Context: an optimization exercise on an open-source flow, tuned for small area, a short achievable clock period and few clock cycles per item. The choices shown serve that exercise and are no tape-out recipe. In this exercise RTL edits were held to simulation tests only and were not proved equivalent to the original. Power and IR drop assume default switching activity.

==> flow/design.v <==
module dqp_cell #(
	parameter int DATA_W = 32
) (
	input  logic              clk,
	input  logic              we,           
	input  logic              front,        
	input  logic [DATA_W-1:0] new_val,
	input  logic [DATA_W-1:0] new_pri,
	output logic [DATA_W-1:0] val,
	output logic              new_beats     
);
	logic [DATA_W-1:0] val_q;
	logic [DATA_W-1:0] pri_q;
	always_ff @(posedge clk) begin
		if (we) begin
			val_q <= new_val;
			pri_q <= new_pri;
		end
	end
	logic [DATA_W-1:0] a, b;
	assign a = {~new_pri[DATA_W-1], new_pri[DATA_W-2:0]};
	assign b = {~pri_q[DATA_W-1], pri_q[DATA_W-2:0]};
	localparam int LV = 5;    
	logic [LV:0][DATA_W-1:0] gg, pp;
	always_comb begin
		gg[0] = a & ~b;
		pp[0] = a | ~b;
		for (int l = 0; l < LV; l++) begin
			for (int i = 0; i < DATA_W; i++) begin
				if ((i >> l) % 2 == 1) begin
					gg[l+1][i] = gg[l][i] | (pp[l][i] & gg[l][i - (1 << l)]);
					pp[l+1][i] = pp[l][i] & pp[l][i - (1 << l)];
				end else begin
					gg[l+1][i] = gg[l][i];
					pp[l+1][i] = pp[l][i];
				end
			end
		end
	end
	assign new_beats = gg[LV][DATA_W-1] | (pp[LV][DATA_W-1] & front);
	assign val       = val_q;
endmodule
module deque_with_max_priority_removal_core (
	input  logic        clk,
	input  logic        arst_n,
	input  logic        cmd_valid,
	output logic        cmd_ready,
	input  logic [2:0]  cmd_command,
	input  logic [31:0] cmd_entry_value,
	input  logic [31:0] cmd_entry_priority,
	output logic        rsp_valid,
	input  logic        rsp_ready,
	output logic [31:0] rsp_removed_value,
	output logic [1:0]  rsp_status,
	output logic [4:0]  rsp_occupancy
);
	localparam int DEPTH  = 16;
	localparam int CNT_W  = 5;
	localparam int DATA_W = 32;
	localparam logic [2:0] CMD_PUSH_FRONT = 3'd0;
	localparam logic [2:0] CMD_PUSH_REAR  = 3'd1;
	localparam logic [2:0] CMD_POP_FRONT  = 3'd2;
	localparam logic [2:0] CMD_POP_REAR   = 3'd3;
	localparam logic [2:0] CMD_POP_MAX    = 3'd4;
	localparam logic [1:0] ST_DONE  = 2'd0;
	localparam logic [1:0] ST_EMPTY = 2'd1;
	localparam logic [1:0] ST_FULL  = 2'd2;
	logic              rsp_valid_q;
	logic              s1_valid_q;
	logic              s1_move;
	logic              cmd_fire;
	assign s1_move   = s1_valid_q && (!rsp_valid_q || rsp_ready);
	assign cmd_ready = !s1_valid_q || !rsp_valid_q || rsp_ready;
	assign cmd_fire  = cmd_valid && cmd_ready;
	logic [DEPTH-1:0]             valid_q;
	logic [CNT_W-1:0]             count_q;
	logic [DEPTH-1:0][DATA_W-1:0] slot_val;
	logic [DEPTH-1:0]             new_beats;
	logic [DEPTH-1:0]             slot_we;
	logic [DEPTH-1:0][DEPTH-1:0]  before_q;    
	logic [DEPTH-1:0][DEPTH-1:0]  beats_q;     
	logic is_push, is_pop, is_front;
	logic full, empty;
	logic push_ok, pop_ok;
	logic [DEPTH-1:0] free_oh;
	logic [DEPTH-1:0] sel_front, sel_rear, sel_max, sel;
	assign is_push  = (cmd_command == CMD_PUSH_FRONT) || (cmd_command == CMD_PUSH_REAR);
	assign is_pop   = (cmd_command == CMD_POP_FRONT) || (cmd_command == CMD_POP_REAR) ||
	                  (cmd_command == CMD_POP_MAX);
	assign is_front = !cmd_command[0];
	assign full     = &valid_q;
	assign empty    = ~|valid_q;
	assign push_ok  = cmd_fire && is_push && !full;
	assign pop_ok   = cmd_fire && is_pop && !empty;
	assign free_oh = ~valid_q & (valid_q + DEPTH'(1));
	assign slot_we = push_ok ? free_oh : '0;
	genvar g;
	generate
		for (g = 0; g < DEPTH; g++) begin : g_slot
			dqp_cell #(.DATA_W(DATA_W)) u_cell (
				.clk       (clk),
				.we        (slot_we[g]),
				.front     (is_front),
				.new_val   (cmd_entry_value),
				.new_pri   (cmd_entry_priority),
				.val       (slot_val[g]),
				.new_beats (new_beats[g])
			);
		end
	endgenerate
	always_comb begin
		for (int a = 0; a < DEPTH; a++) begin
			sel_front[a] = valid_q[a];
			sel_rear[a]  = valid_q[a];
			sel_max[a]   = valid_q[a];
			for (int b = 0; b < DEPTH; b++) begin
				if (b < a) begin
					sel_front[a] &= !valid_q[b] || !before_q[b][a];
					sel_rear[a]  &= !valid_q[b] ||  before_q[b][a];
					sel_max[a]   &= !valid_q[b] || !beats_q[b][a];
				end else if (b > a) begin
					sel_front[a] &= !valid_q[b] ||  before_q[a][b];
					sel_rear[a]  &= !valid_q[b] || !before_q[a][b];
					sel_max[a]   &= !valid_q[b] ||  beats_q[a][b];
				end
			end
		end
	end
	always_comb begin
		case (cmd_command)
			CMD_POP_FRONT: sel = sel_front;
			CMD_POP_REAR:  sel = sel_rear;
			default:       sel = sel_max;
		endcase
	end
	always_ff @(posedge clk or negedge arst_n) begin
		if (!arst_n) begin
			valid_q <= '0;
			count_q <= '0;
		end else begin
			if (push_ok) begin
				valid_q <= valid_q | free_oh;
				count_q <= count_q + CNT_W'(1);
			end else if (pop_ok) begin
				valid_q <= valid_q & ~sel;
				count_q <= count_q - CNT_W'(1);
			end
		end
	end
	logic [DEPTH-1:0] beat_lo, beat_hi;
	assign beat_lo = slot_we | ~new_beats;
	assign beat_hi = slot_we |  new_beats;
	always_ff @(posedge clk) begin
		for (int a = 0; a < DEPTH; a++) begin
			for (int b = a + 1; b < DEPTH; b++) begin
				if (slot_we[a] || slot_we[b]) begin
					before_q[a][b] <= slot_we[a] ? is_front : !is_front;
					beats_q[a][b]  <= beat_lo[a] && beat_hi[b];
				end
			end
		end
	end
	logic [1:0]        status_d;
	logic [CNT_W-1:0]  occ_d;
	always_comb begin
		status_d = ST_DONE;
		if (is_push && full) status_d = ST_FULL;
		if (is_pop && empty) status_d = ST_EMPTY;
		occ_d = count_q;
		if (push_ok) occ_d = count_q + CNT_W'(1);
		if (pop_ok)  occ_d = count_q - CNT_W'(1);
	end
	logic [DEPTH-1:0]  s1_sel_q;      
	logic [1:0]        s1_status_q;
	logic [CNT_W-1:0]  s1_occ_q;
	always_ff @(posedge clk or negedge arst_n) begin
		if (!arst_n)       s1_valid_q <= 1'b0;
		else if (cmd_fire) s1_valid_q <= 1'b1;
		else if (s1_move)  s1_valid_q <= 1'b0;
	end
	always_ff @(posedge clk) begin
		if (cmd_fire) begin
			s1_sel_q    <= pop_ok ? sel : '0;
			s1_status_q <= status_d;
			s1_occ_q    <= occ_d;
		end
	end
	logic [DATA_W-1:0] removed_d;
	logic [DATA_W-1:0] rsp_val_q;
	logic [1:0]        rsp_status_q;
	logic [CNT_W-1:0]  rsp_occ_q;
	always_comb begin
		removed_d = '0;
		for (int a = 0; a < DEPTH; a++) begin
			removed_d |= slot_val[a] & {DATA_W{s1_sel_q[a]}};
		end
	end
	always_ff @(posedge clk or negedge arst_n) begin
		if (!arst_n)        rsp_valid_q <= 1'b0;
		else if (s1_move)   rsp_valid_q <= 1'b1;
		else if (rsp_ready) rsp_valid_q <= 1'b0;
	end
	always_ff @(posedge clk) begin
		if (s1_move) begin
			rsp_val_q    <= removed_d;
			rsp_status_q <= s1_status_q;
			rsp_occ_q    <= s1_occ_q;
		end
	end
	assign rsp_valid         = rsp_valid_q;
	assign rsp_removed_value = rsp_val_q;
	assign rsp_status        = rsp_status_q;
	assign rsp_occupancy     = rsp_occ_q;
endmodule
==> flow/run.sh <==
#!/bin/bash
# synth_recipe.tcl (not shown) runs the flow's synth.tcl, then flattens the netlist and writes it again
# the make line also repeats each setting of config.mk as NAME=value (left out here)
make -C /OpenROAD-flow-scripts/flow DESIGN_CONFIG=/design/flow/config.mk WORK_HOME=/design/flow/orfs CLKGATE_MAP_FILE= SYNTH_SCRIPT=/design/flow/synth_recipe.tcl finish
==> flow/config.mk <==
export PLATFORM = sky130hd
export DESIGN_NAME = deque_with_max_priority_removal_core
export DESIGN_NICKNAME = deque_with_max_priority_removal_core
export VERILOG_FILES = /design/flow/design.v
export SDC_FILE = /design/flow/constraint.sdc
export NUM_CORES = 4
export LEC_CHECK = 0
export CAP_MARGIN = 20
export CELL_PAD_IN_SITES_DETAIL_PLACEMENT = 1
export CELL_PAD_IN_SITES_GLOBAL_PLACEMENT = 2
export CORE_MARGIN = 2
export CORE_UTILIZATION = 35
export CTS_CLUSTER_DIAMETER = 100
export CTS_CLUSTER_SIZE = 20
export SETUP_SLACK_MARGIN = 2.5
export SLEW_MARGIN = 20
export TNS_END_PERCENT = 50
==> flow/constraint.sdc <==
create_clock -name core_clock -period 5.5 [get_ports {clk}]
set_input_delay 1.1000 -clock core_clock [delete_from_list [all_inputs] [get_ports {clk}]]
set_output_delay 1.1000 -clock core_clock [all_outputs]
set_load 0.01 [all_outputs]
==> out/qor.txt, run 1 <==
Placed cell areas -> 0.0630 mm²
Slew headroom -> 0.364
Root buffer cell -> clkbuf_16
Critical Path AT -> 3540 ps
Ys Warns -> 2
Clock Tree Buf Depth -> 3
EDFF count, synth -> 1326
Data required time of the critical path -> 5970 ps
Max_cap viols -> 0
Slowest-stage cell, CP -> o31a_1
Most frequent cell on the critical path -> buf_4
Skew-Pair Late Insertion Delay -> 760 ps
Initial Utilization -> 0.352
Largest net degree at the start of global routing -> 66
Full die area -> 0.169 mm²
PD cells -> 285 mW/mm²
Initial antenna violation count -> 7
Crit path time final -> 3060 ps
WS Path Type -> in -> reg
Area occupied by multi-input gates -> 0.0174 mm²
Vias per inst -> 6.23
Status -> timing/DRC/antenna clean
Setup tns final -> 0 ps
Leakage power -> 22.9 nW
Post-Syn Area -> 0.0580 mm²
Internal reg-to-reg setup slack -> 2460 ps
Storage element area -> 0.0404 mm²
GRT Total Usage -> 0.275
Most common cell after layout, fill and taps aside -> edfxtp_1
# setup viols final -> 0
Dominant synthesized flop cell -> edfxtp_1
Final Hold Vio Count -> 0
Worst setup path end -> beats_q[239]$_DFFE_PP_
CTS sink cnt -> 1349
RR Endpoint -> valid_q[10]$_DFFE_PN0P_
Worst reg2reg path startpoint -> valid_q[13]$_DFFE_PN0P_
FP Rows -> 149
Area growth, synth to finish -> 19.4%
Slack of the critical path -> 2440 ps
CTS tree -> yes
CP Max Fanout -> 6
IO buf count -> 111
Fraction of layout cells with a size suffix above 1 -> 0.184
Skew final -> 60.7 ps
Horiz. Die Dim -> 411 µm
Drt pass-1 iters -> 7
Worst Setup Start Kind -> input pin
FF-to-FF path depth -> 10
Post-layout nets -> 4581
Number of global-route vias before repair -> 41700
Worst path cell trace -> buf_12 > clkinvlp_4 > buf_6 > buf_6 > buf_4 > a222oi_1 > buf_4 > o2111a_1 > a211oi_2 > buf_4 > o31a_1 > buf_4 > a21oi_4 > nor2_4
Post-Syn Nets -> 4266
Grt total ovfl -> 0
Fmax -> 0.326 GHz
DP Worst Slack -> 459 ps
Die H -> 411 µm
HPWL after detailed placement -> 145 mm
Most frequent cells in the layout -> edfxtp_1 (1326), nand2_1 (252), buf_4 (229)
Worst-margin pin slew -> 954 ps
Largest stage delay on the critical path -> 380 ps
Cell count after synthesis -> 4191
Number of buffers created by CTS -> 79
RSZ-0062 raised after global routing -> yes
Final ANT Viol Nets -> 0
Routed vias -> 41800
Fin. max-slew vios -> 0
Top delay family on crit path -> buffers and inverters
Min-Delay Path Class -> reg -> reg
Period utilization -> 0.557
Routed WL -> 239 mm
DRT iter0 DRCs -> 5267
Worst setup path startpoint -> cmd_entry_priority[15]
Sequential fraction of the synthesis area -> 0.696
Total core area -> 0.165 mm²
Distinct cells, synth -> 89
Crit path buffers/inverters -> 8
Critical Path Stages -> 14
Peak supply drop -> 0.000269 V
Setup crit end kind -> flop
Num ports -> 112
First-pass GRT wire length -> 330 mm
H-tree levels -> 3
Mean Syn Cell Area -> 13.8 µm²
Fin area -> 0.0693 mm²
Drt wl/cell -> 35.7 µm
Filler Cells Inserted -> 16600
Clock transition at path regs -> 100 ps
GP Congestion -> 0.999
Post-synthesis register bit count -> 1349
DRC viols -> 0
Synth async-reset ratio -> 0.0170
Yosys cell counts, types with 18 or more instances:
library cell | number | area share
a2111oi_0 | 38 | 0.0057
a221oi_1 | 236 | 0.036
buf_1 | 25 | 0.0016
nor2_1 | 245 | 0.016
clkbuf_1 | 177 | 0.011
a22o_1 | 155 | 0.023
a31oi_1 | 35 | 0.0038
nand2_1 | 267 | 0.017
maj3_1 | 101 | 0.017
a22oi_1 | 63 | 0.0082
dfrtp_1 | 23 | 0.0099
o2111ai_1 | 37 | 0.0056
inv_1 | 165 | 0.011
o22ai_1 | 136 | 0.015
a21oi_1 | 114 | 0.0098
a2bb2oi_1 | 24 | 0.0036
o221ai_1 | 39 | 0.0059
buf_2 | 48 | 0.0041
nor2b_1 | 92 | 0.0099
nand3_1 | 31 | 0.0027
nand4_1 | 64 | 0.0069
a211oi_1 | 32 | 0.0041
nor3_1 | 26 | 0.0022
a222oi_1 | 43 | 0.0074
o21ai_0 | 183 | 0.016
nor4_1 | 21 | 0.0023
edfxtp_1 | 1326 | 0.69
a221o_1 | 18 | 0.0031
nand2b_1 | 131 | 0.014
registers in the layout, summed over array words and instances (netlist names):
register             flops
s1_occ_q                 5
s1_sel_q                16
valid_q                 16
g_slot.u_cell.val_q    512
rsp_valid_q              1
before_q               120
rsp_val_q               32
s1_valid_q               1
rsp_status_q             2
s1_status_q              2
beats_q                120
g_slot.u_cell.pri_q    512
count_q                  5
rsp_occ_q                5
cells by family after synthesis:
family / after synthesis / synth area share
AND/OR/NAND/NOR: 962 / 0.0821
AO/OA/AOI/OAI: 1301 / 0.168
XOR/XNOR: 20 / 0.00302
buffers and inverters: 450 / 0.0312
adder cells (fa/ha/maj): 109 / 0.0191
flip-flops: 1349 / 0.696
final cells by class:
class | count | share of cell area
clock inverters | 11 | 0.00325
repair buffers | 492 | 0.0797
inverters | 187 | 0.0130
diodes | 1 | 0.0000361
repair inverters | 3 | 0.000722
well taps | 2189 | 0.0395
flip-flops and latches | 1349 | 0.583
clock buffers | 84 | 0.0288
multi-input cells | 2394 | 0.252
how the worst min path moves through the flow:
stage	depth (start not counted)	from	slack, ps	end
after detailed placement	0	s1_occ_q[1]$_DFFE_PP_	410	rsp_occ_q[1]$_DFFE_PP_
after floorplan	0	s1_occ_q[0]$_DFFE_PP_	400	rsp_occ_q[0]$_DFFE_PP_
after global routing	0	s1_status_q[1]$_SDFFCE_PP0P_	440	rsp_status_q[1]$_DFFE_PP_
after CTS	0	s1_status_q[1]$_SDFFCE_PP0P_	430	rsp_status_q[1]$_DFFE_PP_
final	0	s1_status_q[1]$_SDFFCE_PP0P_	420	rsp_status_q[1]$_DFFE_PP_
after global placement	0	s1_status_q[1]$_SDFFCE_PP0P_	400	rsp_status_q[1]$_DFFE_PP_
through the flow:
stage / util / cells / total power [W] / hold slack (ps)
CTS: 0.414 / 6677 / 0.0198 / 427
global route: 0.420 / 6709 / 0.0203 / 439
floorplan: - / 4191 / 0.0125 / 400
finish: 0.420 / 6710 / 0.0197 / 425
detailed placement: 0.382 / 6449 / 0.0134 / 406
global placement: 0.382 / 6449 / 0.0133 / 400
per-layer routing:
layer  GRT usage  share of wire
met1       0.372           0.42
met2       0.449           0.47
met3      0.0445          0.071
met4      0.0933          0.041
met5           0        0.00013
worst reg2reg max path: stages, from the launching register on:
cell,delay (ps)
dfrtp_1,400
buf_6,210
inv_2,170
buf_8,230
o21ai_0,130
a221oi_1,220
o2111ai_1,170
a2111oi_0,500
o2111ai_1,400
a31oi_2,400
nor2_1,90
what timing repair did:
| item | 4_1_cts | 5_1_grt |
|---|---|---|
| gates cloned | 21 | 10 |
| buffers inserted | 112 | 22 |
| resized for setup | 495 | 175 |
| setup endpoints to repair | 1332 | 718 |
| pin swaps | 89 | 66 |
| hold buffers | 0 | 0 |
power breakdown:
part	switching (W)	leakage [nW]	internal [W]
logic	0.00131	9.66	0.000698
registers	0.0000687	12.1	0.0114
clock network	0.00359	1.08	0.00267
Testbench counts, summed over its fixed seeds: cycles 16,016, items 16,000.
==> run 2, diff against run 1 <==
--- a/flow/config.mk
+++ b/flow/config.mk
@@ -14,4 +14,4 @@
 export CTS_CLUSTER_SIZE = 20
+export GPL_TIMING_DRIVEN = 0
 export SETUP_SLACK_MARGIN = 2.5
 export SLEW_MARGIN = 20
-export TNS_END_PERCENT = 50
==> run 2 against run 1 <==
  * Non-clock buffer count rose by 210
  * Sequential cell count did not move
  * Via count grew 4.3%
  * Critical path type is now reg -> reg
  * Critical endpoint is now valid_q[11]$_DFFE_PN0P_
  * Largest power group unchanged
==> out/qor.txt, run 2 <==
Status -> timing/DRC/antenna clean (unchanged)
# setup viols final -> 0 (unchanged)
Crit path time final -> 3140 ps (was 3060 ps)
Slew headroom -> 0.185 (was 0.364)
Top-area cell type share of the netlist area -> 0.686 (unchanged)
IO buf count -> 110 (was 111)
Most frequent cells in the layout -> edfxtp_1 (1326), nand2_1 (227), a221oi_1 (215) (was edfxtp_1 (1326), nand2_1 (252), buf_4 (229))
Sequential fraction of the synthesis area -> 0.696 (unchanged)
Horiz. Die Dim -> 411 µm (unchanged)
Post-Syn Nets -> 4266 (unchanged)
Final ANT Viol Nets -> 0 (unchanged)
Slowest-stage cell, CP -> clkbuf_1 (was o31a_1)
Number of global-route vias before repair -> 42800 (was 41700)
Drt wl/cell -> 39.8 µm (was 35.7 µm)
Clock Tree Buf Depth -> 3 (unchanged)
Largest net degree at the start of global routing -> 40 (was 66)
Most frequent cell on the critical path -> a21oi_1 (was buf_4)
Post-synth top area cell -> edfxtp_1 (unchanged)
Worst Setup Start Kind -> flop (was input pin)
Min-Delay Path Class -> in -> async (was reg -> reg)
CTS sink cnt -> 1349 (unchanged)
Clock transition at path regs -> 90 ps (was 100 ps)
Critical Path AT -> 3760 ps (was 3540 ps)
Routed vias -> 43600 (was 41800)
Data required time of the critical path -> 6110 ps (was 5970 ps)
DRT iter0 DRCs -> 5501 (was 5267)
Root buffer cell -> clkbuf_16 (unchanged)
Area growth, synth to finish -> 25.2% (was 19.4%)
H-tree levels -> 3 (unchanged)
Period utilization -> 0.571 (was 0.557)
GRT Total Usage -> 0.317 (was 0.275)
DRC viols -> 0 (unchanged)
First-pass GRT wire length -> 369 mm (was 330 mm)
Fin. max-slew vios -> 0 (unchanged)
Largest regs -> g_slot.u_cell.pri_q x512, g_slot.u_cell.val_q x512 (unchanged)
Synth async-reset ratio -> 0.0170 (unchanged)
Initial Utilization -> 0.352 (unchanged)
Total core area -> 0.165 mm² (unchanged)
CP Max Fanout -> 10 (was 6)
Distinct cells, synth -> 89 (unchanged)
Max_cap viols -> 0 (unchanged)
Cell count after synthesis -> 4191 (unchanged)
Largest stage delay on the critical path -> 760 ps (was 380 ps)
Skew-Pair Late Insertion Delay -> 750 ps (was 760 ps)
Worst-margin pin slew -> 1220 ps (was 954 ps)
GP Congestion -> 1.04 (was 0.999)
# hold bufs at CTS -> 0 (unchanged)
Post-Syn Area -> 0.0580 mm² (unchanged)
Fraction of layout cells with a size suffix above 1 -> 0.233 (was 0.184)
Ys Warns -> 2 (unchanged)
Post-synthesis register bit count -> 1349 (unchanged)
PD cells -> 280 mW/mm² (was 285 mW/mm²)
CTS tree -> yes (unchanged)
Most common cell after layout, fill and taps aside -> edfxtp_1 (unchanged)
EDFF count, synth -> 1326 (unchanged)
Peak supply drop -> 0.000239 V (was 0.000269 V)
Skew final -> 38.0 ps (was 60.7 ps)
Full die area -> 0.169 mm² (unchanged)
RSZ-0062 raised after global routing -> yes (unchanged)
Synth top area cells -> edfxtp_1 (69%), a221oi_1 (3.6%), a22o_1 (2.3%) (unchanged)
FP Rows -> 149 (unchanged)
Top-count cell post-synth -> edfxtp_1 (unchanged)
Worst path cell trace -> buf_12 > clkinv_1 > clkbuf_1 > o22ai_1 > nor4_1 > a31oi_1 > a21oi_1 > a21oi_1 (was buf_12 > clkinvlp_4 > buf_6 > buf_6 > buf_4 > a222oi_1 > buf_4 > o2111a_1 > a211oi_2 > buf_4 > o31a_1 > buf_4 > a21oi_4 > nor2_4)
Fmax -> 0.318 GHz (was 0.326 GHz)
HPWL after detailed placement -> 185 mm (was 145 mm)
Grt total ovfl -> 0 (unchanged)
Top cells by count, synth -> edfxtp_1 (1326), nand2_1 (267), nor2_1 (245) (unchanged)
Routed WL -> 276 mm (was 239 mm)
Dominant synthesized flop cell -> edfxtp_1 (unchanged)
Mean Syn Cell Area -> 13.8 µm² (unchanged)
WS Path Type -> reg -> reg (was in -> reg)
Util after Layout -> 0.441 (was 0.420)
Initial antenna violation count -> 11 (was 7)
Post-layout nets -> 4791 (was 4581)
Final Power -> 0.0203 W (was 0.0197 W)
Drt pass-1 iters -> 8 (was 7)
Leakage power -> 24.2 nW (was 22.9 nW)
Die H -> 411 µm (unchanged)
Setup crit end kind -> flop (unchanged)
Vias per inst -> 6.28 (was 6.23)
Final Hold Vio Count -> 0 (unchanged)
FF-to-FF path depth -> 8 (was 10)
Num ports -> 112 (unchanged)
Number of buffers created by CTS -> 81 (was 79)
run 2: cells by family (layout without fill, tap and decap cells):
group,after synthesis,in the layout,synth area share
fa+ha+maj,109,109,0.0191
xor+xnor,20,20,0.00302
other cells,0,3,0
compound gates,1301,1301,0.168
simple gates,962,963,0.0821
flops,1349,1349,0.696
buf+inv,450,1005,0.0312
run 2: stage by stage:
stage          hold WS, ps  cell area, µm²  setup TNS, ps  worst slack, ps  cells
2_1_floorplan          400           58500              0             1820   4191
6_report               195           72600              0             2360   6939
3_3_place_gp           406           62400        -306060            -1550   6490
3_5_place_dp           410           63500         -56650            -1270   6543
4_1_cts                159           70100              0             2350   6823
5_1_grt                178           72600              0             2330   6937
run 2: path summary, 6_finish.rpt:
check                                                to              startpoint  slack (ps)
max in group asynchronous        count_q[2]$_DFFE_PN0P_                  arst_n        4910
worst max register to register  valid_q[11]$_DFFE_PN0P_  valid_q[1]$_DFFE_PN0P_        2360
min in group core_clock          rsp_occ_q[2]$_DFFE_PP_   s1_occ_q[2]$_DFFE_PP_         430
worst min-delay path             valid_q[0]$_DFFE_PN0P_                  arst_n         200
worst min register to register   rsp_occ_q[2]$_DFFE_PP_   s1_occ_q[2]$_DFFE_PP_         430
worst max-delay path            valid_q[11]$_DFFE_PN0P_  valid_q[1]$_DFFE_PN0P_        2360
run 2: power breakdown:
group          internal (W)  total [W]  switching [W]
logic              0.000836    0.00237        0.00154
registers            0.0114     0.0115       0.000103
clock network       0.00279    0.00647        0.00368
total                0.0150     0.0203        0.00532
run 2: final cells by class:
cell class	instances	area (µm²)
fillers	16500	92200
repair buffers	439	5630
multi-input cells	2393	18200
clock inverters	16	229
well taps	2189	2740
flip-flops and latches	1349	40400
plain buffers	263	2390
diodes	3	7.51
repair inverters	2	27.5
clock buffers	98	2110
inverters	187	898
run 2: repair_timing:
action / in CTS / in global routing
setup buffers: 150 / 97
pin swaps: 80 / 142
resized for setup: 830 / 416
endpoints found under the setup margin: 1502 / 869
gates cloned: 16 / 15
run 2: routing by layer:
metal	vias to the layer above	GRT usage	share of wire
met1	23100	0.435	0.42
met4	4	0.116	0.047
met2	2056	0.504	0.46
met5	-	0	0.000083
li1	17900	-	-
met3	553	0.0565	0.077
run 2: critical path: cells and delay by family, from the launching register on:
| family | cells | cell delay, ps |
|---|---|---|
| compound gates | 4 | 760 |
| simple gates | 1 | 610 |
| buf+inv | 3 | 1230 |
| flops | 1 | 400 |
==> run 3, diff against run 2 <==
--- a/flow/config.mk
+++ b/flow/config.mk
@@ -14,4 +14,4 @@
 export CTS_CLUSTER_SIZE = 20
-export GPL_TIMING_DRIVEN = 0
 export SETUP_SLACK_MARGIN = 2.5
 export SLEW_MARGIN = 20
+export TNS_END_PERCENT = 30
==> run 3 against run 2 <==
  * Still clean on timing, DRC and antenna
  * Sequential share of layout area grew 2.5 points
  * Worst hold slack better by 230 ps
  * Count of clock-buffer cells in the layout shrank 12
  * Cell area shrank 4.4%
  * Critical endpoint is now valid_q[15]$_DFFE_PN0P_
  * Largest power group unchanged
==> out/qor.txt, run 3 <==
Status -> timing/DRC/antenna clean (unchanged)
Filler Cells Inserted -> 16600 (was 16500)
Initial antenna violation count -> 9 (was 11)
Clock Tree Buf Depth -> 3 (unchanged)
Synth top area cells -> edfxtp_1 (69%), a221oi_1 (3.6%), a22o_1 (2.3%) (unchanged)
Crit path time final -> 3140 ps (about the same)
DRC viols -> 0 (unchanged)
CP Max Fanout -> 38 (was 10)
Mean Syn Cell Area -> 13.8 µm² (unchanged)
Most frequent cells in the layout -> edfxtp_1 (1326), buf_4 (275), nand2_1 (253) (was edfxtp_1 (1326), nand2_1 (227), a221oi_1 (215))
Fmax -> 0.318 GHz (about the same)
IO buf count -> 111 (was 110)
Post-layout nets -> 4621 (was 4791)
Drt wl/cell -> 35.3 µm (was 39.8 µm)
Top-area cell type share of the netlist area -> 0.686 (unchanged)
Die H -> 411 µm (unchanged)
Crit path buffers/inverters -> 1 (was 3)
Vias per inst -> 6.18 (was 6.28)
Post-Syn Nets -> 4266 (unchanged)
Leakage power -> 23.0 nW (was 24.2 nW)
Routed vias -> 41700 (was 43600)
RSZ-0062 raised after global routing -> yes (unchanged)
GRT Total Usage -> 0.275 (was 0.317)
Post-Syn Area -> 0.0580 mm² (unchanged)
Drt pass-1 iters -> 6 (was 8)
Top cells by count, synth -> edfxtp_1 (1326), nand2_1 (267), nor2_1 (245) (unchanged)
Final Power -> 0.0198 W (was 0.0203 W)
Top-count cell post-synth -> edfxtp_1 (unchanged)
Number of global-route vias before repair -> 41600 (was 42800)
WS Path Type -> reg -> reg (unchanged)
Final Hold Vio Count -> 0 (unchanged)
CTS tree -> yes (unchanged)
Worst path cell trace -> buf_4 > a222oi_1 > o2111ai_1 > a2111o_1 > a31oi_1 > o21ai_0 (was buf_12 > clkinv_1 > clkbuf_1 > o22ai_1 > nor4_1 > a31oi_1 > a21oi_1 > a21oi_1)
Largest regs -> g_slot.u_cell.pri_q x512, g_slot.u_cell.val_q x512 (unchanged)
Min-Delay Path Class -> reg -> reg (was in -> async)
Critical Path AT -> 3730 ps (was 3760 ps)
Slew headroom -> 0.234 (was 0.185)
Initial Utilization -> 0.352 (unchanged)
HPWL after detailed placement -> 146 mm (was 185 mm)
Horiz. Die Dim -> 411 µm (unchanged)
Fraction of layout cells with a size suffix above 1 -> 0.188 (was 0.233)
# setup viols final -> 0 (unchanged)
Worst Setup Start Kind -> flop (unchanged)
CTS sink cnt -> 1349 (unchanged)
Full die area -> 0.169 mm² (unchanged)
Clock transition at path regs -> 80 ps (was 90 ps)
Synth async-reset ratio -> 0.0170 (unchanged)
Skew final -> 48.1 ps (was 38.0 ps)
Most common cell after layout, fill and taps aside -> edfxtp_1 (unchanged)
Post-synth top area cell -> edfxtp_1 (unchanged)
H-tree levels -> 3 (unchanged)
Top delay family on crit path -> compound AO/OA/AOI/OAI gates (was buffers and inverters)
Slowest-stage cell, CP -> a222oi_1 (was clkbuf_1)
Post-synthesis register bit count -> 1349 (unchanged)
Setup tns final -> 0 ps (unchanged)
Distinct cells, synth -> 89 (unchanged)
Root buffer cell -> clkbuf_16 (unchanged)
Largest net degree at the start of global routing -> 65 (was 40)
Data required time of the critical path -> 6090 ps (was 6110 ps)
Peak supply drop -> 0.000237 V (was 0.000239 V)
DRT iter0 DRCs -> 5163 (was 5501)
PD cells -> 285 mW/mm² (was 280 mW/mm²)
Ys Warns -> 2 (unchanged)
Diode count -> 0 (was 3)
Grt total ovfl -> 0 (unchanged)
Dominant synthesized flop cell -> edfxtp_1 (unchanged)
Largest stage delay on the critical path -> 920 ps (was 760 ps)
Cell count after synthesis -> 4191 (unchanged)
Number of buffers created by CTS -> 80 (was 81)
Skew-Pair Late Insertion Delay -> 740 ps (was 750 ps)
First-pass GRT wire length -> 330 mm (was 369 mm)
GP Congestion -> 0.989 (was 1.04)
Final ANT Viol Nets -> 0 (unchanged)
Worst-margin pin slew -> 1140 ps (was 1220 ps)
Total core area -> 0.165 mm² (unchanged)
Area growth, synth to finish -> 19.7% (was 25.2%)
Period utilization -> 0.571 (about the same)
EDFF count, synth -> 1326 (unchanged)
Sequential fraction of the synthesis area -> 0.696 (unchanged)
Routed WL -> 238 mm (was 276 mm)
Fin. max-slew vios -> 0 (unchanged)
Num ports -> 112 (unchanged)
Setup crit end kind -> flop (unchanged)
FP Rows -> 149 (unchanged)
Max_cap viols -> 0 (unchanged)
==> run 3: changes by cell type in the layout (fill, tap and decap cells not counted), sizes merged, moves of 3 or more <==
| cell | change |
|---|---|
| bufbuf | +6 |
| inv | -3 |
| clkinv | +4 |
| clkbuf | -168 |
| buf | -30 |
| dlygate4sd2 | +7 |
| diode | -3 |
==> run 3: final timing paths <==
| path | startpoint | endpoint | slack [ps] | cells after the start |
|---|---|---|---|---|
| max | valid_q[0]$_DFFE_PN0P_ | valid_q[15]$_DFFE_PN0P_ | 2360 | 6 |
| min | s1_occ_q[3]$_DFFE_PP_ | rsp_occ_q[3]$_DFFE_PP_ | 430 | 0 |
| max reg2reg | valid_q[0]$_DFFE_PN0P_ | valid_q[15]$_DFFE_PN0P_ | 2360 | 6 |
| min reg2reg | s1_occ_q[3]$_DFFE_PP_ | rsp_occ_q[3]$_DFFE_PP_ | 430 | 0 |
| max in group asynchronous | arst_n | valid_q[15]$_DFFE_PN0P_ | 4460 | 2 |
| min in group asynchronous | arst_n | s1_valid_q$_DFFE_PN0P_ | 750 | 2 |
==> run 3: logic make-up after synthesis <==
family,after synthesis,share of synthesized area
flops,1349,0.696
buf+inv,450,0.0312
compound gates,1301,0.168
simple gates,962,0.0821
fa+ha+maj,109,0.0191
xor+xnor,20,0.00302
==> run 3: timing repair <==
action / in CTS / in global routing
hold endpoints to repair: 0 / 0
pin swaps: 79 / 75
setup endpoints to repair: 1510 / 406
resized for setup: 456 / 174
cloned: 23 / 10
hold buffers: 0 / 0
buffers inserted: 119 / 40
==> run 3: per-layer routing <==
metal	GRT usage	up-vias	wire length [µm]
li1	-	17500	-
met1	0.377	22000	101000
met2	0.448	1820	112000
met3	0.0430	420	16600
met4	0.0865	10	9090
met5	0	-	52
==> run 3: power by group <==
group / total [W] / internal (W) / switching (W)
Clock: 0.00628 / 0.00270 / 0.00358
Sequential: 0.0115 / 0.0114 / 0.0000672
Combinational: 0.00205 / 0.000739 / 0.00131
==> run 3: layout make-up <==
type | count | area, µm² | area share
Timing Repair inverter | 5 | 36.3 | 0.000522
Tap cell | 2189 | 2740 | 0.0394
Clock inverter | 13 | 215 | 0.00310
Sequential cell | 1349 | 40400 | 0.582
Multi-Input combinational cell | 2394 | 17300 | 0.249
Inverter | 187 | 911 | 0.0131
Clock buffer | 86 | 2020 | 0.0291
Timing Repair Buffer | 529 | 5850 | 0.0842
==> run 3: stage by stage <==
stage / hold slack, ps / setup WS, ps / area [µm²] / instances / util
finish: 426 / 2360 / 69500 / 6752 / 0.421
global route: 435 / 2400 / 69500 / 6752 / 0.421
CTS: 429 / 2340 / 68300 / 6702 / 0.414
detailed placement: 409 / 313 / 63100 / 6461 / 0.383
global placement: 401 / 303 / 63100 / 6461 / 0.383
floorplan: 400 / 1820 / 58300 / 4191 / -
==> run 4, diff against run 3 <==
--- a/flow/config.mk
+++ b/flow/config.mk
@@ -11,3 +11,3 @@
 export CORE_MARGIN = 2
-export CORE_UTILIZATION = 35
+export CORE_UTILIZATION = 45
 export CTS_CLUSTER_DIAMETER = 100
@@ -16,2 +16,2 @@
 export SLEW_MARGIN = 20
-export TNS_END_PERCENT = 30
+export TNS_END_PERCENT = 50
==> run 4 against run 3 <==
  * Synthesized cell count is the same
  * Die area shrank 22%
  * Clock power shrank 3%
  * Worst hold slack lost 2.4 ps
  * Via count grew 1.3%
  * Largest power group unchanged
  * Highest routed layer unchanged
==> out/qor.txt, run 4 <==
EDFF count, synth -> 1326 (unchanged)
Fin. max-slew vios -> 0 (unchanged)
GRT Total Usage -> 0.355 (was 0.275)
Synth async-reset ratio -> 0.0170 (unchanged)
# setup viols final -> 0 (unchanged)
DRT iter0 DRCs -> 5285 (was 5163)
Setup tns final -> 0 ps (unchanged)
Data required time of the critical path -> 5880 ps (was 6090 ps)
Initial antenna violation count -> 8 (was 9)
FP Rows -> 131 (was 149)
Ys Warns -> 2 (unchanged)
Worst hold endpoint -> rsp_status_q[0]$_DFFE_PP_ (was rsp_occ_q[3]$_DFFE_PP_)
Cell count after synthesis -> 4191 (unchanged)
Worst reg2reg path startpoint -> valid_q[10]$_DFFE_PN0P_ (was valid_q[0]$_DFFE_PN0P_)
Placed cell areas -> 0.0622 mm² (was 0.0631 mm²)
Fmax -> 0.319 GHz (was 0.318 GHz)
DP Worst Slack -> -195 ps (was 313 ps)
Initial Utilization -> 0.454 (was 0.352)
Area occupied by multi-input gates -> 0.0174 mm² (was 0.0173 mm²)
Number of global-route vias before repair -> 42000 (was 41600)
Worst-margin pin slew -> 1110 ps (was 1140 ps)
Internal reg-to-reg setup slack -> 2370 ps (was 2360 ps)
Post-layout nets -> 4568 (was 4621)
Final Hold Vio Count -> 0 (unchanged)
Worst Setup Start Kind -> flop (unchanged)
Synth top area cells -> edfxtp_1 (69%), a221oi_1 (3.6%), a22o_1 (2.3%) (unchanged)
Top-count cell post-synth -> edfxtp_1 (unchanged)
HPWL after detailed placement -> 147 mm (was 146 mm)
Distinct cells, synth -> 89 (unchanged)
Post-Syn Area -> 0.0580 mm² (unchanged)
Die H -> 363 µm (was 411 µm)
Largest regs -> g_slot.u_cell.pri_q x512, g_slot.u_cell.val_q x512 (unchanged)
Slack of the critical path -> 2370 ps (was 2360 ps)
First-pass GRT wire length -> 328 mm (was 330 mm)
CTS sink cnt -> 1349 (unchanged)
WL met2 -> 111 mm (was 112 mm)
Root buffer cell -> clkbuf_16 (unchanged)
Full die area -> 0.132 mm² (was 0.169 mm²)
Num ports -> 112 (unchanged)
Crit path time final -> 3130 ps (was 3140 ps)
Min-Delay Path Depth -> 0 (unchanged)
Horiz. Die Dim -> 363 µm (was 411 µm)
Sequential fraction of the synthesis area -> 0.696 (unchanged)
Skew final -> 36.6 ps (was 48.1 ps)
Top cells by count, synth -> edfxtp_1 (1326), nand2_1 (267), nor2_1 (245) (unchanged)
Placed cells -> 5924 (was 6461)
Clock transition at path regs -> 90 ps (was 80 ps)
Slew headroom -> 0.258 (was 0.234)
Vias per inst -> 6.84 (was 6.18)
IO buf count -> 111 (unchanged)
GP Congestion -> 1.02 (was 0.989)
Met1 WL -> 90.2 mm (was 101 mm)
Total core area -> 0.128 mm² (was 0.165 mm²)
PD cells -> 287 mW/mm² (was 285 mW/mm²)
RSZ-0062 raised after global routing -> yes (unchanged)
Post-synth top area cell -> edfxtp_1 (unchanged)
Leakage power -> 22.8 nW (was 23.0 nW)
Mean Syn Cell Area -> 13.8 µm² (unchanged)
Drt pass-1 iters -> 8 (was 6)
Dominant synthesized flop cell -> edfxtp_1 (unchanged)
CTS tree -> yes (unchanged)
Top Layer Used -> met5 (unchanged)
Most frequent cells in the layout -> edfxtp_1 (1326), nand2_1 (255), buf_4 (226) (was edfxtp_1 (1326), buf_4 (275), nand2_1 (253))
Worst hold start -> s1_status_q[0]$_SDFFCE_PP1P_ (was s1_occ_q[3]$_DFFE_PP_)
RR Endpoint -> s1_sel_q[15]$_SDFFCE_PN0P_ (was valid_q[15]$_DFFE_PN0P_)
Fin area -> 0.0683 mm² (was 0.0695 mm²)
Final ANT Viol Nets -> 0 (unchanged)
Fraction of layout cells with a size suffix above 1 -> 0.178 (was 0.188)
Routed vias -> 42300 (was 41700)
Largest net degree at the start of global routing -> 65 (unchanged)
Most common cell after layout, fill and taps aside -> edfxtp_1 (unchanged)
Post-synthesis register bit count -> 1349 (unchanged)
Number of buffers created by CTS -> 78 (was 80)
FF-to-FF path depth -> 7 (was 6)
Status -> timing/DRC/antenna clean (unchanged)
Peak supply drop -> 0.000261 V (was 0.000237 V)
Storage element area -> 0.0404 mm² (about the same)
Critical Path AT -> 3520 ps (was 3730 ps)
Grt total ovfl -> 0 (unchanged)
Fin cells -> 6179 (was 6752)
WS Path Type -> reg -> reg (unchanged)
Clock Tree Buf Depth -> 3 (unchanged)
Area growth, synth to finish -> 17.8% (was 19.7%)
Period utilization -> 0.570 (was 0.571)
Top-area cell type share of the netlist area -> 0.686 (unchanged)
Drt wl/cell -> 38.3 µm (was 35.3 µm)
CP Max Fanout -> 23 (was 38)
Filler Cells Inserted -> 12200 (was 16600)
Skew-Pair Late Insertion Delay -> 730 ps (was 740 ps)
H-tree levels -> 3 (unchanged)
Max_cap viols -> 0 (unchanged)
DRC viols -> 0 (unchanged)
Setup crit end kind -> flop (unchanged)
Post-Syn Nets -> 4266 (unchanged)
Min-Delay Path Class -> reg -> reg (unchanged)
Routed WL -> 236 mm (was 238 mm)
Routed wl met3 -> 19.5 mm (was 16.6 mm)
run 4: cell counts after synthesis:
Identical to the previous run, type by type.
run 4: logic make-up after synthesis:
family          after synthesis  synth area share
flops                      1349             0.696
xor+xnor                     20           0.00302
compound gates             1301             0.168
simple gates                962            0.0821
fa+ha+maj                   109            0.0191
buf+inv                     450            0.0312
run 4: final cells by class:
| class | instances | share of cell area |
|---|---|---|
| Sequential cell | 1349 | 0.591 |
| Multi-Input combinational cell | 2395 | 0.255 |
| Timing Repair Buffer | 480 | 0.0788 |
| Tap cell | 1662 | 0.0304 |
| Clock buffer | 92 | 0.0296 |
| Inverter | 187 | 0.0125 |
| Clock inverter | 10 | 0.00185 |
| Timing Repair inverter | 2 | 0.000293 |
| Antenna cell | 2 | 0.0000733 |
run 4: critical path, stage by stage (launching register included):
cell,delay (ps)
dfrtp_1,490
buf_4,370
buf_4,380
nor4_1,80
nand4_1,220
nand3_1,120
buf_4,290
a31oi_1,760
run 4: through the flow:
| stage | util | hold WS, ps | power [W] |
|---|---|---|---|
| finish | 0.535 | 423 | 0.0196 |
| global route | 0.535 | 432 | 0.0200 |
| global placement | 0.487 | 403 | 0.0134 |
| CTS | 0.530 | 429 | 0.0196 |
| floorplan | - | 400 | 0.0125 |
| detailed placement | 0.487 | 409 | 0.0134 |
run 4: power breakdown:
part,internal [W],switching (W),leakage [nW]
Clock,0.00265,0.00345,1.05
Combinational,0.000703,0.00134,9.62
Sequential,0.0114,0.0000729,12.1
Total,0.0147,0.00487,22.8
run 4: what timing repair did:
item / in CTS / in global routing
hold buffers: 0 / 0
pin swaps: 87 / 62
gates resized for setup: 508 / 157
setup buffers: 106 / 13
gates cloned: 29 / 2
setup endpoints to repair: 1210 / 496
run 4: routing by layer:
layer | GRT usage | vias up
met2 | 0.577 | 2282
met1 | 0.451 | 21900
met3 | 0.0720 | 682
met4 | 0.184 | 2
met5 | 0.000363 | -
li1 | - | 17400
run 4: how the worst max path moves through the flow:
| stage | cells after the start | slack (ps) | from | endpoint |
|---|---|---|---|---|
| 2_1_floorplan | 8 | 1820 | rsp_ready | beats_q[205]$_DFFE_PP_ |
| 3_3_place_gp | 10 | -110 | cmd_entry_priority[1] | beats_q[58]$_DFFE_PP_ |
| 3_5_place_dp | 10 | -200 | cmd_entry_priority[1] | beats_q[74]$_DFFE_PP_ |
| 4_1_cts | 9 | 2190 | valid_q[8]$_DFFE_PN0P_ | s1_sel_q[13]$_SDFFCE_PN0P_ |
| 5_1_grt | 14 | 2350 | cmd_entry_priority[8] | beats_q[19]$_DFFE_PP_ |
| 6_report | 7 | 2370 | valid_q[10]$_DFFE_PN0P_ | s1_sel_q[15]$_SDFFCE_PN0P_ |
==> run 5, diff against run 4 <==
--- a/flow/design.v
+++ b/flow/design.v
@@ -75,2 +75,3 @@
 	logic [DEPTH-1:0]             valid_q;
+	logic [DEPTH-1:0]             empty_q;     
 	logic [CNT_W-1:0]             count_q;
@@ -117,9 +118,9 @@
 				if (b < a) begin
-					sel_front[a] &= !valid_q[b] || !before_q[b][a];
-					sel_rear[a]  &= !valid_q[b] ||  before_q[b][a];
-					sel_max[a]   &= !valid_q[b] || !beats_q[b][a];
+					sel_front[a] &= empty_q[b] || !before_q[b][a];
+					sel_rear[a]  &= empty_q[b] ||  before_q[b][a];
+					sel_max[a]   &= empty_q[b] || !beats_q[b][a];
 				end else if (b > a) begin
-					sel_front[a] &= !valid_q[b] ||  before_q[a][b];
-					sel_rear[a]  &= !valid_q[b] || !before_q[a][b];
-					sel_max[a]   &= !valid_q[b] ||  beats_q[a][b];
+					sel_front[a] &= empty_q[b] ||  before_q[a][b];
+					sel_rear[a]  &= empty_q[b] || !before_q[a][b];
+					sel_max[a]   &= empty_q[b] ||  beats_q[a][b];
 				end
@@ -138,2 +139,3 @@
 			valid_q <= '0;
+			empty_q <= '1;
 			count_q <= '0;
@@ -142,2 +144,3 @@
 				valid_q <= valid_q | free_oh;
+				empty_q <= empty_q & ~free_oh;
 				count_q <= count_q + CNT_W'(1);
@@ -145,2 +148,3 @@
 				valid_q <= valid_q & ~sel;
+				empty_q <= empty_q | sel;
 				count_q <= count_q - CNT_W'(1);
--- a/flow/config.mk
+++ b/flow/config.mk
@@ -11,3 +11,3 @@
 export CORE_MARGIN = 2
-export CORE_UTILIZATION = 45
+export CORE_UTILIZATION = 35
 export CTS_CLUSTER_DIAMETER = 100
@@ -16,2 +16 @@
 export SLEW_MARGIN = 20
-export TNS_END_PERCENT = 50
==> run 5 against run 4 <==
  * Register-to-register slack better by 110 ps
  * Utilization shrank 11 points
  * Sequential share of layout area decreased by 1.3 points
  * Cell count rose by 9.0%
  * Critical path type is now in -> reg
  * Synthesized cell count is 0.72% lower
  * Routed wire length is 2.0% higher
  * Still clean on timing, DRC and antenna
  * Global-route usage fell by 7.8 points
==> out/qor.txt, run 5 <==
Status -> timing/DRC/antenna clean (unchanged)
Critical Path Stages -> 12 (was 7)
Full die area -> 0.170 mm² (was 0.132 mm²)
GP Congestion -> 0.997 (was 1.02)
Vias per inst -> 6.17 (was 6.84)
Sequential fraction of the synthesis area -> 0.700 (was 0.696)
Most frequent cell on the critical path -> buf_6 (was buf_4)
CP Max Fanout -> 6 (was 23)
Distinct cells, synth -> 84 (was 89)
FP Rows -> 149 (was 131)
Largest regs -> g_slot.u_cell.pri_q x512, g_slot.u_cell.val_q x512 (unchanged)
H-tree levels -> 3 (unchanged)
Worst path cell trace -> buf_8 > clkinvlp_4 > buf_6 > buf_6 > maj3_2 > a211oi_2 > or4_4 > a311o_2 > o21ba_4 > maj3_4 > and2_4 > nor2_4 (was buf_4 > buf_4 > nor4_1 > nand4_1 > nand3_1 > buf_4 > a31oi_1)
Cell count after synthesis -> 4161 (was 4191)
FF-to-FF path depth -> 8 (was 7)
Top-area cell type share of the netlist area -> 0.683 (was 0.686)
Most common cell after layout, fill and taps aside -> edfxtp_1 (unchanged)
Synth top area cells -> edfxtp_1 (68%), a221oi_1 (3.6%), a22o_1 (2.8%) (was edfxtp_1 (69%), a221oi_1 (3.6%), a22o_1 (2.3%))
PD cells -> 311 mW/mm² (was 287 mW/mm²)
Num ports -> 112 (unchanged)
Setup crit end kind -> flop (unchanged)
Clock transition at path regs -> 90 ps (about the same)
Final ANT Viol Nets -> 0 (unchanged)
Fraction of layout cells with a size suffix above 1 -> 0.215 (was 0.178)
Internal reg-to-reg setup slack -> 2480 ps (was 2370 ps)
Most frequent cells in the layout -> edfxtp_1 (1326), buf_4 (240), a221oi_1 (224) (was edfxtp_1 (1326), nand2_1 (255), buf_4 (226))
EDFF count, synth -> 1326 (unchanged)
Setup tns final -> 0 ps (unchanged)
Crit path buffers/inverters -> 4 (was 3)
Fin. max-slew vios -> 0 (unchanged)
Top cells by count, synth -> edfxtp_1 (1326), nor2_1 (251), a221oi_1 (239) (was edfxtp_1 (1326), nand2_1 (267), nor2_1 (245))
Total core area -> 0.165 mm² (was 0.128 mm²)
Grt total ovfl -> 0 (unchanged)
Top-count cell post-synth -> edfxtp_1 (unchanged)
Worst reg2reg path startpoint -> empty_q[15]$_DFFE_PN1P_ (was valid_q[10]$_DFFE_PN0P_)
Final Hold Vio Count -> 0 (unchanged)
First-pass GRT wire length -> 332 mm (was 328 mm)
Skew-Pair Late Insertion Delay -> 770 ps (was 730 ps)
Leakage power -> 23.6 nW (was 22.8 nW)
Critical Path AT -> 3830 ps (was 3520 ps)
Routed WL -> 241 mm (was 236 mm)
Min-Delay Path Class -> reg -> reg (unchanged)
Drt wl/cell -> 35.8 µm (was 38.3 µm)
Area growth, synth to finish -> 21.1% (was 17.8%)
Post-synth top area cell -> edfxtp_1 (unchanged)
Worst-margin pin slew -> 1070 ps (was 1110 ps)
Die H -> 412 µm (was 363 µm)
DRT iter0 DRCs -> 5108 (was 5285)
Ys Warns -> 2 (unchanged)
Number of global-route vias before repair -> 41600 (was 42000)
Slew headroom -> 0.286 (was 0.258)
Peak supply drop -> 0.000286 V (was 0.000261 V)
Top delay family on crit path -> simple AND/OR/NAND/NOR gates (was buffers and inverters)
Synth async-reset ratio -> 0.0286 (was 0.0170)
Clock Tree Buf Depth -> 3 (unchanged)
Initial antenna violation count -> 10 (was 8)
Initial Utilization -> 0.353 (was 0.454)
Slowest-stage cell, CP -> or4_4 (was a31oi_1)
Horiz. Die Dim -> 412 µm (was 363 µm)
Max_cap viols -> 0 (unchanged)
Skew final -> 51.7 ps (was 36.6 ps)
Number of buffers created by CTS -> 80 (was 78)
Drt pass-1 iters -> 8 (unchanged)
Dominant synthesized flop cell -> edfxtp_1 (unchanged)
Worst setup path startpoint -> cmd_entry_priority[0] (was valid_q[10]$_DFFE_PN0P_)
CTS sink cnt -> 1365 (was 1349)
Crit path time final -> 3230 ps (was 3130 ps)
Mean Syn Cell Area -> 14.0 µm² (was 13.8 µm²)
IO buf count -> 111 (unchanged)
GRT Total Usage -> 0.277 (was 0.355)
DRC viols -> 0 (unchanged)
Fmax -> 0.310 GHz (was 0.319 GHz)
Root buffer cell -> clkbuf_16 (unchanged)
Post-synthesis register bit count -> 1365 (was 1349)
Routed vias -> 41600 (was 42300)
CTS tree -> yes (unchanged)
RR Endpoint -> valid_q[13]$_DFFE_PN0P_ (was s1_sel_q[15]$_SDFFCE_PN0P_)
RSZ-0062 raised after global routing -> yes (unchanged)
Post-Syn Area -> 0.0583 mm² (was 0.0580 mm²)
WS Path Type -> in -> reg (was reg -> reg)
Filler Cells Inserted -> 16600 (was 12200)
HPWL after detailed placement -> 146 mm (was 147 mm)
Worst setup path end -> beats_q[44]$_DFFE_PP_ (was s1_sel_q[15]$_SDFFCE_PN0P_)
Largest stage delay on the critical path -> 540 ps (was 760 ps)
Worst Setup Start Kind -> input pin (was flop)
Post-layout nets -> 4590 (was 4568)
Largest net degree at the start of global routing -> 67 (was 65)
# setup viols final -> 0 (unchanged)
Min-Delay Path Depth -> 0 (unchanged)
Post-Syn Nets -> 4236 (was 4266)
Data required time of the critical path -> 6100 ps (was 5880 ps)
Period utilization -> 0.586 (was 0.570)
Hold Slack -> 425 ps (was 423 ps)
run 5: cell types whose count changed in the layout (fill, tap and decap cells not counted), moves of 29 or more:
| cell | change |
|---|---|
| o21ai_0 | -76 |
| o22ai_1 | +50 |
| nor2_1 | -47 |
| maj3_2 | +44 |
| nand2_1 | -43 |
| a22o_1 | +31 |
| a22oi_1 | -31 |
| nor2_2 | +29 |
run 5: how the worst min path moves through the flow:
stage / start / endpoint / slack [ps]
2_1_floorplan: s1_occ_q[0]$_DFFE_PP_ / rsp_occ_q[0]$_DFFE_PP_ / 400
3_3_place_gp: s1_status_q[0]$_SDFFCE_PP1P_ / rsp_status_q[0]$_DFFE_PP_ / 400
3_5_place_dp: s1_occ_q[2]$_DFFE_PP_ / rsp_occ_q[2]$_DFFE_PP_ / 410
4_1_cts: s1_occ_q[2]$_DFFE_PP_ / rsp_occ_q[2]$_DFFE_PP_ / 430
5_1_grt: s1_occ_q[4]$_DFFE_PP_ / rsp_occ_q[4]$_DFFE_PP_ / 430
6_report: s1_occ_q[2]$_DFFE_PP_ / rsp_occ_q[2]$_DFFE_PP_ / 420
run 5: cell type report:
cell class / count / area [µm²] / area share
diodes: 1 / 2.50 / 0.0000354
clock buffers: 102 / 2080 / 0.0295
clock inverters: 13 / 268 / 0.00379
inverters: 217 / 1010 / 0.0144
multi-input cells: 2330 / 17700 / 0.250
flip-flops and latches: 1365 / 40800 / 0.578
well taps: 2189 / 2740 / 0.0388
repair buffers: 517 / 5960 / 0.0844
repair inverters: 4 / 32.5 / 0.000461
run 5: per-stage QoR:
step	setup WS [ps]	power (W)	instance area, µm²	util	cells
2_1_floorplan	1640	0.0137	59100	-	4161
3_3_place_gp	194	0.0151	63300	0.383	6398
3_5_place_dp	324	0.0151	63300	0.383	6398
4_1_cts	2310	0.0218	69100	0.418	6683
5_1_grt	2290	0.0225	70600	0.427	6737
6_report	2270	0.0220	70600	0.427	6738
run 5: routing by layer:
| metal | wire [µm] | vias up | global-route usage |
|---|---|---|---|
| li1 | - | 17300 | - |
| met1 | 100000 | 21900 | 0.377 |
| met2 | 113000 | 1842 | 0.449 |
| met3 | 17000 | 494 | 0.0439 |
| met4 | 10700 | 4 | 0.0967 |
| met5 | 21 | - | 0 |
run 5: worst reg2reg max path: cells and delay by family (launching register included):
kind / cells / cell delay, ps
compound gates: 5 / 1400
buf+inv: 2 / 610
flops: 1 / 540
simple gates: 1 / 360
run 5: report_power, final:
part | total (W) | leakage [nW] | switching (W) | internal [W]
combinational | 0.00354 | 10.1 | 0.00234 | 0.00120
sequential | 0.0120 | 12.4 | 0.000244 | 0.0117
clock | 0.00647 | 1.12 | 0.00371 | 0.00275
total | 0.0220 | 23.6 | 0.00630 | 0.0157
run 5: cell families (layout without fill, tap and decap cells):
logic type               after synthesis  after routing  synth area share
other                                  0              1                 0
AO/OA/AOI/OAI                       1197           1197             0.156
buffers and inverters                470            853            0.0315
adder cells (fa/ha/maj)              172            172            0.0299
flip-flops                          1365           1365             0.700
XOR/XNOR                              21             21           0.00315
AND/OR/NAND/NOR                      936            940            0.0800
run 5: timing repair:
action | CTS | global route
hold endpoints to repair | 0 | 0
setup endpoints to repair | 1480 | 685
hold buffers | 0 | 0
resized for setup | 544 | 273
cloned | 29 | 7
setup buffers | 141 | 47
pin swaps | 126 | 126
Testbench counts of run 5, summed over its fixed seeds: cycles 16,016, items 16,000.

static timing again, ports no longer ideal:
No port has a modelled driver above. Below, the same layouts with a new extraction and two added sets of constraints. Step 1 (the two cells are an assumption about what drives the block):
set clk [get_ports {clk}]
set_driving_cell -lib_cell sky130_fd_sc_hd__clkbuf_16 $clk
set_driving_cell -lib_cell sky130_fd_sc_hd__buf_2 [delete_from_list [all_inputs] $clk]
Step 2 adds t to the input delays and takes it off the output delays; t is the mean of the earliest and latest rising clock arrival at the registers after step 1. Input paths then give back, and output paths get back, about the clock's delay inside the block. Slacks: no drivers / after step 1 / after step 2; pairs: no drivers / after step 1.
run	t, ns	slack for setup (ns)	latest minus earliest clock arrival (ns)	worst data-port slew with drivers (ns)	cell pins on the clock port's net
run 1	0.817	2.435 / 2.459 / 1.645	0.062 / 0.061	0.18	1
run 2	0.821	2.357 / 2.357 / 1.570	0.041 / 0.041	0.19	1
run 3	0.800	2.360 / 2.353 / 1.672	0.049 / 0.049	0.16	1
run 4	0.794	2.366 / 2.366 / 1.638	0.037 / 0.037	0.10	1
run 5	0.832	2.274 / 2.319 / 1.487	0.053 / 0.052	0.15	1
After both steps every run listed still meets setup and hold. For run 1, which loses most, drivers alone change the setup slack by +0.024 ns; drivers and shift together by -0.790 ns.
